This is an optimization exercise on Yosys and OpenROAD, whose aim is small area, a short achievable clock period and few clock cycles, not a production implementation.
In this exercise RTL edits were held to simulation tests only and were not proved equivalent to the original.
Power figures rest on the tool's default switching activity, not on a simulated workload.

<file path="design.v">
package gimg_pkg;
  localparam logic [1:0] CFG_PATTERN_BYTES = 2'd0;
  localparam logic [1:0] CFG_LINE_BYTES    = 2'd1;
  localparam logic [1:0] CFG_LINE_TOTAL    = 2'd2;
  localparam logic [3:0]  PATTERN_BYTES_RST = 4'd2;
  localparam logic [15:0] LINE_BYTES_RST    = 16'd80;
  localparam logic [15:0] LINE_TOTAL_RST    = 16'd400;
  localparam logic [1:0] KIND_FILL    = 2'd0;
  localparam logic [1:0] KIND_LITERAL = 2'd1;
  localparam logic [1:0] KIND_PATTERN = 2'd2;
  localparam logic [7:0] TAG_PATTERN = 8'h00;
  localparam logic [7:0] TAG_BITSTR  = 8'h80;
  localparam logic [7:0] REP_MARK    = 8'hff;
  localparam logic [3:0] PH_LINE    = 4'd0;
  localparam logic [3:0] PH_SAW0    = 4'd1;
  localparam logic [3:0] PH_SAW00   = 4'd2;
  localparam logic [3:0] PH_REPN    = 4'd3;
  localparam logic [3:0] PH_TAG     = 4'd4;
  localparam logic [3:0] PH_PCOUNT  = 4'd5;
  localparam logic [3:0] PH_PATTERN = 4'd6;
  localparam logic [3:0] PH_LCOUNT  = 4'd7;
  localparam logic [3:0] PH_LITERAL = 4'd8;
  localparam logic [3:0] PH_LSKIP   = 4'd9;
endpackage
module gimg_cmpsub #(
  parameter int W = 8
) (
  input  logic [W-1:0] a,
  input  logic [W-1:0] b,
  output logic [W-1:0] d,
  output logic         ge,
  output logic         gt
);
  localparam int L = $clog2(W);
  logic [W-1:0] gl [0:L];
  logic [W-1:0] pl [0:L];
  assign gl[0] = a & ~b;
  assign pl[0] = ~(a ^ b);
  for (genvar l = 0; l < L; l++) begin : g_lvl
    for (genvar i = 0; i < W; i++) begin : g_bit
      if (((i >> l) & 1) == 1) begin : g_join
        localparam int J = ((i >> l) << l) - 1;
        assign gl[l+1][i] = gl[l][i] | (pl[l][i] & gl[l][J]);
        assign pl[l+1][i] = pl[l][i] & pl[l][J];
      end else begin : g_pass
        assign gl[l+1][i] = gl[l][i];
        assign pl[l+1][i] = pl[l][i];
      end
    end
  end
  assign d[0] = ~pl[0][0];
  for (genvar i = 1; i < W; i++) begin : g_sum
    assign d[i] = pl[0][i] ^ (gl[L][i-1] | pl[L][i-1]);
  end
  assign ge = gl[L][W-1] | pl[L][W-1];
  assign gt = gl[L][W-1];
endmodule
import gimg_pkg::*;
module gem_img_line_decoder (
  input  logic        clk,
  input  logic        rst_n,
  input  logic        in_valid,
  output logic        in_ready,
  input  logic [7:0]  in_data_byte,
  input  logic        in_image_start,
  output logic        out_valid,
  input  logic        out_ready,
  output logic [1:0]  out_run_kind,
  output logic [7:0]  out_fill_byte,
  output logic [63:0] out_pattern_word,
  output logic [15:0] out_byte_count,
  output logic        out_end_of_line,
  output logic [7:0]  out_line_repeats,
  output logic        out_image_done,
  input  logic        cfg_valid,
  output logic        cfg_ready,
  input  logic [1:0]  cfg_index,
  input  logic [15:0] cfg_data
);
  logic [3:0]  plen_r;
  logic [15:0] lb_r;
  logic [15:0] lt_r;
  logic        a_vld, b_vld, ir_r;
  logic [7:0]  a_d, b_d;
  logic        b_s;
  logic [3:0]  ph_r;
  logic [15:0] bl_r;       
  logic [15:0] ll_r;       
  logic        act_r;      
  logic [7:0]  rep_r;      
  logic [10:0] tc_r;       
  logic [2:0]  idx_r;      
  logic        out_vld_r;
  logic [1:0]  kind_r;
  logic [7:0]  fill_r;
  logic [63:0] store_r;
  logic [10:0] cnt_r;      
  logic        eol_r;
  logic [7:0]  reps_r;
  logic        done_r;
  logic in_take, step, a_free, a_new_vld, a_new_s, init;
  logic b_vld_nxt;
  assign in_ready  = ir_r;
  assign in_take   = in_valid && !b_vld;
  assign step      = a_vld && (!out_vld_r || out_ready);
  assign a_free    = !a_vld || step;
  assign a_new_vld = b_vld || in_take;
  assign a_new_s   = b_vld ? b_s : in_image_start;
  assign init      = a_free && a_new_vld && a_new_s;
  assign b_vld_nxt = a_free ? 1'b0 : a_new_vld;
  assign cfg_ready = 1'b1;
  always_ff @(posedge clk) begin
    if (!rst_n) begin
      a_vld <= 1'b0;
      b_vld <= 1'b0;
      ir_r  <= 1'b1;
    end else begin
      if (a_free) a_vld <= a_new_vld;
      b_vld <= b_vld_nxt;
      ir_r  <= !b_vld_nxt;
    end
  end
  always_ff @(posedge clk) begin
    if (a_free) begin
      a_d <= b_vld ? b_d : in_data_byte;
    end
    if (!b_vld) begin
      b_d <= in_data_byte;
      b_s <= in_image_start;
    end
  end
  logic [7:0]  d;
  logic        line_start;
  logic [15:0] bl_e;
  logic        d_zero, d_80, d_ff;
  logic        tagph, solid, lit, patb, first, full, emit, cstep;
  logic [10:0] cnt;
  logic [10:0] dlo;
  logic        bge, bgt;
  logic [15:0] diff;
  logic        eol_c;
  logic [10:0] clip;
  logic [7:0]  llo;
  logic        lge, lgt;
  logic [15:0] ll_sub;
  logic        done_c;
  logic [7:0]  reps_c;
  logic        more;
  logic [10:0] tc_add, tc_sum;
  logic [3:0]  ph_nxt;
  logic [15:0] lt_in;
  assign d = a_d;
  assign line_start = (ph_r == PH_LINE);
  assign bl_e       = line_start ? lb_r : bl_r;
  assign d_zero = (d == 8'h00);
  assign d_80   = (d == TAG_BITSTR);
  assign d_ff   = (d == REP_MARK);
  assign tagph = line_start || (ph_r == PH_TAG);
  assign solid = tagph && !d_zero && !d_80;
  assign lit   = (ph_r == PH_LITERAL);
  assign patb  = (ph_r == PH_PATTERN) || ((ph_r == PH_SAW00) && !d_ff);
  assign first = (idx_r == 3'd0);
  assign full  = (idx_r == 3'(plen_r - 4'd1));
  assign emit  = act_r && (solid || lit || (patb && full));
  assign cstep = (ph_r == PH_SAW0) || (ph_r == PH_PCOUNT);
  always_comb begin
    if (tagph)    cnt = {4'd0, d[6:0]};
    else if (lit) cnt = 11'd1;
    else          cnt = tc_r;
  end
  gimg_cmpsub #(.W(11)) u_bl (.a(bl_e[10:0]), .b(cnt), .d(dlo), .ge(bge), .gt(bgt));
  assign eol_c = (bl_e[15:11] == 5'd0) && !bgt;
  assign diff  = {bge ? bl_e[15:11] : bl_e[15:11] - 5'd1, dlo};
  assign clip  = eol_c ? bl_e[10:0] : cnt;
  gimg_cmpsub #(.W(8)) u_ll (.a(ll_r[7:0]), .b(rep_r), .d(llo), .ge(lge), .gt(lgt));
  assign done_c = (ll_r[15:8] == 8'd0) && !lgt;
  assign ll_sub = {lge ? ll_r[15:8] : ll_r[15:8] - 8'd1, llo};
  assign reps_c = done_c ? ll_r[7:0] : rep_r;
  assign more   = (tc_r[7:0] != 8'd1);
  assign tc_add = patb ? {3'd0, store_r[63:56]} : 11'h7ff;
  assign tc_sum = tc_r + tc_add;
  logic ltw, lt_nz;
  assign ltw   = cfg_valid && (cfg_index == CFG_LINE_TOTAL);
  assign lt_in = ltw ? cfg_data : lt_r;
  assign lt_nz = ltw ? (cfg_data != 16'd0) : (lt_r != 16'd0);
  always_comb begin
    ph_nxt = ph_r;
    case (ph_r)
      PH_LINE, PH_TAG: begin
        if (d_zero)    ph_nxt = line_start ? PH_SAW0 : PH_PCOUNT;
        else if (d_80) ph_nxt = PH_LCOUNT;
        else           ph_nxt = eol_c ? PH_LINE : PH_TAG;
      end
      PH_SAW0:    ph_nxt = d_zero ? PH_SAW00 : PH_PATTERN;
      PH_SAW00, PH_PATTERN: begin
        if (d_ff && ph_r == PH_SAW00) ph_nxt = PH_REPN;
        else if (full)                ph_nxt = eol_c ? PH_LINE : PH_TAG;
        else                          ph_nxt = PH_PATTERN;
      end
      PH_REPN:    ph_nxt = PH_TAG;
      PH_PCOUNT:  ph_nxt = PH_PATTERN;
      PH_LCOUNT:  ph_nxt = d_zero ? PH_TAG : PH_LITERAL;
      PH_LITERAL: begin
        if (more) ph_nxt = eol_c ? PH_LSKIP : PH_LITERAL;
        else      ph_nxt = eol_c ? PH_LINE : PH_TAG;
      end
      PH_LSKIP:   ph_nxt = more ? PH_LSKIP : PH_LINE;
      default:    ph_nxt = PH_LINE;
    endcase
  end
  always_ff @(posedge clk) begin
    if (!rst_n) begin
      act_r <= 1'b0;
    end else if (init) begin
      act_r <= lt_nz;
    end else if (step && emit && eol_c && done_c) begin
      act_r <= 1'b0;
    end
  end
  always_ff @(posedge clk) begin
    if (init) begin
      ph_r  <= PH_LINE;
      ll_r  <= lt_in;
      rep_r <= 8'd1;
    end else if (step) begin
      ph_r <= ph_nxt;
      if (emit && eol_c)         ll_r <= ll_sub;
      if (emit && eol_c)         rep_r <= 8'd1;
      else if (ph_r == PH_REPN)  rep_r <= d_zero ? 8'd1 : d;
    end
    if (step) begin
      bl_r <= emit ? diff : bl_e;
      if (cstep || ph_r == PH_LCOUNT)                  tc_r <= {3'd0, d};
      else if ((patb && !full) || lit || ph_r == PH_LSKIP) tc_r <= tc_sum;
      idx_r <= patb ? idx_r + 3'd1 : 3'd0;
    end
  end
  logic       cl_en;
  logic [1:0] kind_n;
  logic [7:0] fill_n;
  logic [7:0] st_wr, st_hold;
  assign cl_en  = step && emit;
  assign kind_n = patb ? KIND_PATTERN : (lit ? KIND_LITERAL : KIND_FILL);
  assign fill_n = lit ? d : (patb ? 8'd0 : {8{d[7]}});
  always_ff @(posedge clk) begin
    if (!rst_n) begin
      out_vld_r <= 1'b0;
    end else begin
      out_vld_r <= (step && emit) || (!step && out_vld_r && !out_ready);
    end
  end
  always_ff @(posedge clk) begin
    kind_r <= (kind_n & {2{step}}) | (kind_r & {2{!step}});
    fill_r <= (fill_n & {8{step}}) | (fill_r & {8{!step}});
    cnt_r  <= (clip & {11{cl_en}}) | (cnt_r & {11{!cl_en}});
    eol_r  <= (eol_c & cl_en) | (eol_r & !cl_en);
    reps_r <= (reps_c & {8{cl_en && eol_c}}) | (reps_r & {8{!cl_en}});
    done_r <= (done_c & eol_c & cl_en) | (done_r & !cl_en);
  end
  always_comb begin
    for (int k = 0; k < 7; k++) begin
      st_wr[k]   = step && patb && (idx_r == 3'(k));
      st_hold[k] = !step || (patb && (idx_r != 3'(k)) && (idx_r != 3'd0));
    end
    st_wr[7]   = step && ((patb && idx_r == 3'd7) || cstep);
    st_hold[7] = !step || (patb && !full);
  end
  always_ff @(posedge clk) begin
    for (int k = 0; k < 8; k++) begin
      store_r[8*k +: 8] <= (d & {8{st_wr[k]}}) | (store_r[8*k +: 8] & {8{st_hold[k]}});
    end
  end
  assign out_valid        = out_vld_r;
  assign out_run_kind     = kind_r;
  assign out_fill_byte    = fill_r;
  assign out_pattern_word = store_r;
  assign out_byte_count   = {5'd0, cnt_r};
  assign out_end_of_line  = eol_r;
  assign out_line_repeats = reps_r;
  assign out_image_done   = done_r;
  always_ff @(posedge clk) begin
    if (!rst_n) begin
      plen_r <= PATTERN_BYTES_RST;
      lb_r   <= LINE_BYTES_RST;
      lt_r   <= LINE_TOTAL_RST;
    end else if (cfg_valid) begin
      case (cfg_index)
        CFG_PATTERN_BYTES: begin
          if (cfg_data[3:0] == 4'd0)     plen_r <= 4'd1;
          else if (cfg_data[3:0] > 4'd8) plen_r <= 4'd8;
          else                           plen_r <= cfg_data[3:0];
        end
        CFG_LINE_BYTES: lb_r <= cfg_data;
        CFG_LINE_TOTAL: lt_r <= cfg_data;
        default: begin
        end
      endcase
    end
  end
endmodule
</file>
<file path="standard.sh">
#!/bin/bash
# synth_recipe.tcl (not shown) runs the flow's synth.tcl, then flattens the netlist and writes it again
# the make line also repeats each setting of config.mk as NAME=value (left out here)
make -C /OpenROAD-flow-scripts/flow DESIGN_CONFIG=/design/flow/config.mk WORK_HOME=/design/flow/orfs CLKGATE_MAP_FILE= SYNTH_SCRIPT=/design/flow/synth_recipe.tcl "${@:-finish}"
</file>
<file path="flow/run.sh">
#!/bin/bash
set -euo pipefail
bash standard.sh SETUP_SLACK_MARGIN=7.42 \
  "BUFFER_PORTS_ARGS=-buffer_cell sky130_fd_sc_hd__buf_1" \
  "CTS_ARGS=-sink_clustering_enable -repair_clock_nets -dont_use_dummy_load -sink_clustering_size 24 -sink_clustering_max_diameter 80 -buf_list sky130_fd_sc_hd__clkbuf_16" \
  finish > standard.log 2>&1
</file>
<file path="config.mk">
export PLATFORM = sky130hd
export DESIGN_NAME = gem_img_line_decoder
export DESIGN_NICKNAME = gem_img_line_decoder
export VERILOG_FILES = /design/flow/design.v
export SDC_FILE = /design/flow/constraint.sdc
export NUM_CORES = 4
export LEC_CHECK = 0
export ABC_AREA = 1
export CAP_MARGIN = 20
export CORE_MARGIN = 2
export CORE_UTILIZATION = 60
export PLACE_DENSITY = 0.75
export SETUP_SLACK_MARGIN = 5
export SLEW_MARGIN = 20
</file>
<file path="constraint.sdc">
create_clock -name core_clock -period 10.5 [get_ports {clk}]
set_input_delay 2.1000 -clock core_clock [delete_from_list [all_inputs] [get_ports {clk}]]
set_output_delay 2.1000 -clock core_clock [all_outputs]
set_load 0.01 [all_outputs]
</file>
==> notes.md, run 1 <==
The max-slew violation count came out at 0. The via count normalized by instance count is 5.57. Counting both buffers and inverters, the worst setup path holds a total of 1. The cell area after placement came out at 10600 sq um. The end point of the worst hold path is lb_r[15]. The analysis attributes to cell leakage a power of 4.92 nW.

Setup repair after global routing could not meet its margin everywhere. The final hold violation count is 0. In the layout the commonest cells are nand2_1, o21ai_0, inv_1.

At the end of the flow the core is filled with cells to 73.2%. The minimum setup slack in the final design is 7.35 ns. The start of the worst register-to-register path is a_d[3].

The buffer cell driving the clock tree root is clkbuf_16. In the final timing run, aggregate negative setup slack is 0 ns. The boundary pin count came out at 135. The critical path capture point type is an output port. The total track usage came out at 27.2%. The relative slew slack is 51.4%. In this run, CTS created clock tree buffers numbering 12. CTS saw 210 sinks.

The overall die height came out at 132 microns. The total instance count after detailed placement came out at 1487. The total DRC errors in the routed layout came out at 0.

On the critical path the largest part of the delay comes from flip-flops. 0 antenna diodes ended up in the layout. The aggregate global routing overflow is 0. The area overhead of the layout relative to synthesis came out at 18.8%. The path depth of the worst reg2reg path is 20. The HPWL after detailed placement is 16900 microns. The number of synthesized register bits is 210. After floorplanning, the core was divided into 46 placement rows. The via count is 8558. The maximum buffer depth of the clock tree is 3. The clock-pin slew reported for the worst setup and hold paths after clock tree synthesis is 0.09 ns. The fraction of the yosys area taken by sequential cells is 50.4%. The setup clock skew after layout came out at 0.0277 ns. The remaining antenna violation count after routing came out at 0. The worst setup path is of the reg -> out kind.

The required time at the worst-slack endpoint came out at 8.40 ns. The capture instance of the worst register-to-register path is tc_r[8]. The post-layout minimum cycle time came out at 3.15 ns. After the flow finishes, the layout carries non-filler instances totaling 1536.

The per-instance average area after synthesis came out at 8.34 sq um. For this run, the slowest stage of the critical path takes 0.43 ns. The startpoint type of the worst setup path is a flop. Entering global routing, the biggest net connects 43 pins. The most used flip-flop cell after synthesis is dfxtp_1. The proportion of layout cells with a drive suffix above 1 is 20.2%. The share of synthesized flip-flops with an asynchronous set or reset came out at 0%.

The number of warnings issued by yosys came out at 7. The final weighted congestion in routability-driven placement is 0.905. The worst voltage drop across the vdd grid came out at 0.000113 V. The tightest min-delay check is of the reg -> reg type. The number of max-capacitance violations reported is 0.

The startpoint identified for the worst hold timing path is lb_r[15]. Yosys mapped the design onto 49 distinct sky130hd cell types. The area enclosed by the die boundary came out at 17500 sq um.

The number of flops mapped to enable cells by yosys came out at 77. The clock reaches the later pin of the worst-skew pair after 0.48 ns. The maximum level of the CTS H-tree is 1. The design area came out at 11700 sq um. The reg2reg setup slack came out at 7.39 ns.

The DRC violation total after the first TritonRoute iteration is 740. TritonCTS built the clock tree. After detailed routing, the average wire length per cell comes to 16.8 microns. The total setup violations reported at the end of the flow is 0.

The number of input and output port buffers inserted came out at 128. The synthesized area is 9860 sq um. The via count of the first global-routing pass came out at 7758. The length of the first detailed-routing pass in iterations is 6. Counting instances, the worst hold path has a depth of 2. The power density of the placed cells came out at 139 nW/um^2. The total detailed-routing wirelength is 25700 microns. The most common cell after layout, fill and taps aside is nand2_1. Walking the worst path, the cells encountered are clkbuf_2. The pre-CTS setup slack is 6.34 ns. On the critical path, the stage with the largest delay is an instance of edfxtp_1.

The data arrival time of the critical path is 1.05 ns. The slew at the pin with the worst max-slew slack is 0.726 ns. The run finished with no timing, DRC or antenna violations.

Synthesis produced 1182 cells. The number of nets at the end of the flow came out at 1395. The first global-routing pass estimated 39200 microns of wire. For this run, the top clock speed supported by timing is 317 MHz. The maximum fanout along the worst path is 1. The count of hold buffers inserted by post-cts repair came out at 0.

The die span in x is 132 microns. The effective utilization at floorplan came out at 61.6%. The part of the cycle the worst path needs is 30.0%. The placeable core region came out at 16000 sq um. The number of antenna violations at the first check in global routing was 0.
==> how the worst max path moves through the flow <==
stage              start               to  slack (ns)  cells after the start
2_1_floorplan  out_ready         ll_r[10]        7.30                      7
3_5_place_dp   out_ready         ll_r[12]        6.34                      7
3_3_place_gp   out_ready         ll_r[14]        6.39                      7
5_1_grt           a_d[3]          tc_r[8]        7.21                     20
4_1_cts          ph_r[1]          tc_r[8]        7.25                     20
6_report            flop  out_run_kind[0]        7.35                      1
==> timing repair <==
item | 4_1_cts | 5_1_grt
resized for setup | 64 | 140
cloned | 0 | 4
pin swaps | 8 | 12
setup buffers | 15 | 18
setup endpoints to repair | 228 | 178
==> stage by stage <==
stage	total power, W	hold slack (ns)
floorplan	0.00109	0.414
global placement	0.00114	0.436
CTS	0.00161	0.462
global route	0.00170	0.487
detailed placement	0.00115	0.444
finish	0.00163	0.461
==> Yosys cell counts (21+ instances only) <==
master      n  area share, %
nor2_1     77            2.9
ha_1       40            5.1
dfxtp_1   133             27
edfxtp_1   77             23
o22ai_1    21            1.3
nor3_1     21            1.1
inv_1     126            4.8
a21oi_1    46            2.3
nand3_1    77            3.9
clkbuf_1   31            1.2
nand2_1   253            9.6
o21ai_0   144            7.3
==> power breakdown <==
group | leakage, nW | internal (W) | switching [W]
Combinational | 2.94 | 0.0000962 | 0.000180
Clock | 0.148 | 0.000206 | 0.000257
Sequential | 1.83 | 0.000878 | 0.0000168
==> layer usage <==
metal / track usage, % / routed length (microns) / vias to the layer above
met2: 43.3 / 11800 / 312
met5: 0 / 0 / -
met3: 4.73 / 1980 / 48
met4: 7.11 / 575 / 0
met1: 38.7 / 11400 / 3976
li1: - / - / 4222
==> final cells by class <==
class,instances,area [sq um]
flip-flops and latches,210,5030
repair buffers,164,975
repair inverters,1,11.3
fillers,1259,4280
inverters,137,601
multi-input cells,796,4540
clock buffers,12,300
well taps,216,270
==> logic make-up after synthesis <==
| logic type | count (synthesis) | synth area share (%) |
|---|---|---|
| simple gates | 457 | 19.7 |
| compound gates | 261 | 14.4 |
| flops | 210 | 50.4 |
| buf+inv | 182 | 7.33 |
| fa+ha+maj | 41 | 5.28 |
| xor+xnor | 19 | 1.69 |
| mux | 10 | 1.03 |
| other cells | 2 | 0.0761 |
Testbench counts, summed over its fixed seeds: cycles 18,194.
==> run 2, diff against run 1 <==
--- a/flow/run.sh
+++ b/flow/run.sh
@@ -2,3 +2,3 @@
 set -euo pipefail
-bash standard.sh SETUP_SLACK_MARGIN=7.42 \
+bash standard.sh SETUP_SLACK_MARGIN=7.35 \
   "BUFFER_PORTS_ARGS=-buffer_cell sky130_fd_sc_hd__buf_1" \
==> run 2 against run 1 <==
  * Maximum frequency rose by 0.59%
  * Sequential power hardly changed
  * Largest power group unchanged
  * Setup slack gained 0.018 ns
  * Largest cell class unchanged
  * Sequential cell count stayed put
  * Highest routed layer unchanged
  * Area after synthesis unchanged
  * Clock skew grew 0.013 ns
==> notes.md, run 2 <==
The origin of the worst min-delay path was lb_r[8] (was lb_r[15]). The number of inserted diodes came out at 0 (unchanged). The length of the first detailed-routing pass in iterations came to 5 (was 6).

The max-slew violation count came out at 0 (unchanged). The gate family responsible for the most delay along the worst path is flip-flops (unchanged). The filler-free cell count of the finished design came to 1539 (was 1536). The part of the cycle the worst path needs is 29.9% (was 30.0%). The number of instances on the worst hold path came out at 2 (unchanged). The total area of multi-input combinational cells came to 4440 sq um (was 4540 sq um). RSZ-0062 raised after global routing: yes (unchanged). The commonest register cell after synthesis was dfxtp_1 (unchanged). The most common cell in the synthesized netlist was nand2_1 (unchanged). The proportion of layout cells with a drive suffix above 1 is 11.5% (was 20.2%). The maximum number of pins on one net before global-route repair came out at 43 (unchanged). The first-pass GRT wire length came out at 38400 microns (was 39200 microns). The routed length per placed instance came to 16.1 microns (was 16.8 microns). The via count normalized by instance count is 5.55 (was 5.57).

Critical-path cell list: clkbuf_2 (unchanged). The clock-pin slew reported for the worst setup and hold paths after clock tree synthesis came to 0.09 ns (about the same). The clock tree from TritonCTS is done (unchanged).

The most common cell after layout, fill and taps aside was nand2_1 (unchanged). The biggest area consumer among synthesized cells is dfxtp_1 (unchanged). The path depth of the worst reg2reg path came out at 19 (was 20). The start of the worst register-to-register path was a_d[3] (unchanged). The area taken by flip-flops and latches is 4990 sq um (was 5030 sq um). The worst hold path class is reg -> reg (unchanged). The count of clock tree sinks came out at 210 (unchanged).

The post-layout minimum cycle time is 3.13 ns (was 3.15 ns). The number of warnings issued by yosys was 7 (unchanged). The area enclosed by the die boundary came out at 17500 sq um (unchanged).

The per-instance average area after synthesis came out at 8.34 sq um (unchanged). The number of flops mapped to enable cells by yosys is 77 (unchanged). The total negative slack for setup checks came out at 0 ns (unchanged). The slew at the pin with the worst max-slew slack is 0.713 ns (was 0.726 ns). The total DRC errors in the routed layout came out at 0 (unchanged). The data arrival time of the critical path came out at 1.03 ns (was 1.05 ns).

The count of standard-cell rows is 46 (unchanged). The total instance count after detailed placement was 1487 (unchanged). The reg2reg setup slack is 7.52 ns (was 7.39 ns). The total detailed-routing wirelength was 24800 microns (was 25700 microns).

The startpoint type of the worst setup path is a flop (unchanged). The overall die height was 132 microns (unchanged). The maximum buffer depth of the clock tree came to 3 (unchanged). The number of nets at the end of the flow was 1398 (was 1395). The final-layout fill cell count came to 1315 (was 1259).

The setup clock skew after layout is 0.0405 ns (was 0.0277 ns). The final hold violation count was 0 (unchanged). The clock latency on the worst-skew pair is 0.47 ns (was 0.48 ns). The maximum fanout along the worst path came out at 1 (unchanged).

The area overhead of the layout relative to synthesis is 16.1% (was 18.8%). The buffer cell driving the clock tree root is clkbuf_16 (unchanged). The DRC violation total after the first TritonRoute iteration came out at 665 (was 740). The core utilization of the finished layout is 71.6% (was 73.2%).

The relative slew slack came out at 52.5% (was 51.4%). The leakage power is 4.61 nW (was 4.92 nW). The effective utilization at floorplan came to 61.6% (unchanged). The biggest cell delay along the critical path is 0.43 ns (about the same).

The timing-limited maximum frequency was 319 MHz (was 317 MHz). The synthesized instance count came out at 1182 (unchanged). The number of max-capacitance violations reported came to 0 (unchanged). The worst-path cell with the longest stage delay is edfxtp_1 (unchanged).

The final weighted congestion in routability-driven placement is 0.884 (was 0.905). The number of CTS-inserted buffers came out at 13 (was 12). The number of synthesized register bits came out at 210 (unchanged). The number of antenna violations at the first check in global routing came out at 0 (unchanged). The share of synthesized flip-flops with an asynchronous set or reset was 0% (unchanged). The end point of the worst hold path is lb_r[8] (was lb_r[15]).

The via count is 8540 (was 8558). The power density of the placed cells came out at 143 nW/um^2 (was 139 nW/um^2). The required time at the worst-slack endpoint is 8.40 ns (about the same). The design area came out at 11500 sq um (was 11700 sq um).

The critical path capture point type is an output port (unchanged). Result of the run: complete, no violations (unchanged). The buffers plus inverters on the worst setup path came out at 1 (unchanged). The area share of the leading cell type in the synthesized netlist is 27.0% (unchanged). Highest-count cells in the layout ignoring fill and taps: nand2_1, o21ai_0, dfxtp_1 (was nand2_1, o21ai_0, inv_1).

The fraction of the yosys area taken by sequential cells is 50.4% (unchanged). The capture instance of the worst register-to-register path was tc_r[8] (unchanged). The total setup violations reported at the end of the flow is 0 (unchanged). The placeable core region is 16000 sq um (unchanged).

Commonest cells in the synthesized netlist: nand2_1, o21ai_0, dfxtp_1 (unchanged). The number of input and output port buffers inserted is 128 (unchanged). The worst voltage drop across the vdd grid came to 0.000134 V (was 0.000113 V). The number of distinct library cell variants in the gate-level netlist after synthesis came out at 49 (unchanged).

The synthesized area was 9860 sq um (unchanged). The HPWL after detailed placement is 16700 microns (was 16900 microns). The boundary pin count was 135 (unchanged). The total power came out at 0.00163 W (about the same). The remaining antenna violation count after routing was 0 (unchanged). The die span in x came out at 132 microns (unchanged). Top cells by area in the synthesized netlist: dfxtp_1, edfxtp_1, nand2_1 (unchanged).

The total track usage came out at 26.7% (was 27.2%). The maximum level of the CTS H-tree came out at 1 (unchanged). The aggregate global routing overflow is 0 (unchanged). The cell area after placement came out at 10600 sq um (about the same). The startpoint-to-endpoint class of the critical path is reg -> out (unchanged).

The via count of the first global-routing pass is 7836 (was 7758).
## run 2: cell counts after synthesis
No cell type changed its count.
## run 2: per-layer routing
layer	part of all wire [%]	track usage (%)
met2	48	45.9
met5	0	0
met1	43	34.6
met4	2.7	8.06
met3	6.5	4.81
## run 2: metrics by stage
| stage | hold WS [ns] | setup WS [ns] |
|---|---|---|
| finish | 0.457 | 7.37 |
| global route | 0.487 | 7.29 |
| CTS | 0.462 | 7.26 |
| detailed placement | 0.440 | 6.49 |
| global placement | 0.433 | 6.50 |
| floorplan | 0.414 | 7.30 |
## run 2: where the power goes
part / internal, W / switching, W / leakage, nW / total, W
logic: 0.0000891 / 0.000175 / 2.64 / 0.000264
clock network: 0.000222 / 0.000252 / 0.160 / 0.000474
registers: 0.000879 / 0.0000156 / 1.81 / 0.000894
total: 0.00119 / 0.000443 / 4.61 / 0.00163
## run 2: layout make-up
type,instances,share of cell area (%)
Clock buffer,13,2.84
Inverter,137,5.17
Multi-Input combinational cell,796,38.8
Sequential cell,210,43.5
Tap cell,216,2.36
Timing Repair Buffer,166,7.29
Timing Repair inverter,1,0.0437
## run 2: worst max path at each step
stage / start / to / depth (start not counted)
2_1_floorplan: out_ready / ll_r[10] / 7
3_3_place_gp: out_ready / ll_r[14] / 7
3_5_place_dp: out_ready / ll_r[14] / 7
4_1_cts: a_d[3] / tc_r[8] / 19
5_1_grt: a_d[5] / tc_r[8] / 19
6_report: flop / out_image_done / 1
## run 2: cell families after synthesis
group                    Yosys count  share of synthesized area (%)
AO/OA/AOI/OAI                    261                           14.4
XOR/XNOR                          19                           1.69
adder cells (fa/ha/maj)           41                           5.28
buffers and inverters            182                           7.33
flip-flops                       210                           50.4
multiplexers                      10                           1.03
other                              2                         0.0761
AND/OR/NAND/NOR                  457                           19.7
## run 2: repair_timing
| item | 4_1_cts | 5_1_grt |
|---|---|---|
| gates cloned | 1 | 2 |
| endpoints found under the setup margin | 155 | 74 |
| buffers inserted | 19 | 17 |
| gates resized for setup | 28 | 54 |
| hold buffers | 0 | 0 |
| hold endpoints to repair | 0 | 0 |
| pin swaps | 6 | 11 |

==> what the ideal ports hide <==
How much do the figures lean on ideal ports? The routed layouts below were timed once more, with nothing changed but the port constraints. Step 1, drivers: a clkbuf_16 drives clk and a buf_2 each remaining input, both assumed. Step 2 also shifts input and output timing later by t, the mid clock arrival at the registers, as if the neighbouring blocks saw the same clock. Slacks: no drivers / after step 1 / after step 2; pairs: no drivers / after step 1.
| run | shift t [ns] | setup WS [ns] | worst setup path at the end | clock arrival spread, ns | slew at the worst register clock pin (ns) |
|---|---|---|---|---|---|
| run 1 | 0.512 | 7.347 / 7.298 / 6.973 | input to register | 0.029 / 0.029 | 0.10 / 0.10 |
| run 2 | 0.496 | 7.365 / 7.322 / 6.916 | input to register | 0.040 / 0.041 | 0.09 / 0.09 |
After both steps every run listed still meets setup and hold. The setup slack of run 2, which loses most, moves by -0.043 ns with the drivers and by -0.449 ns with both steps.
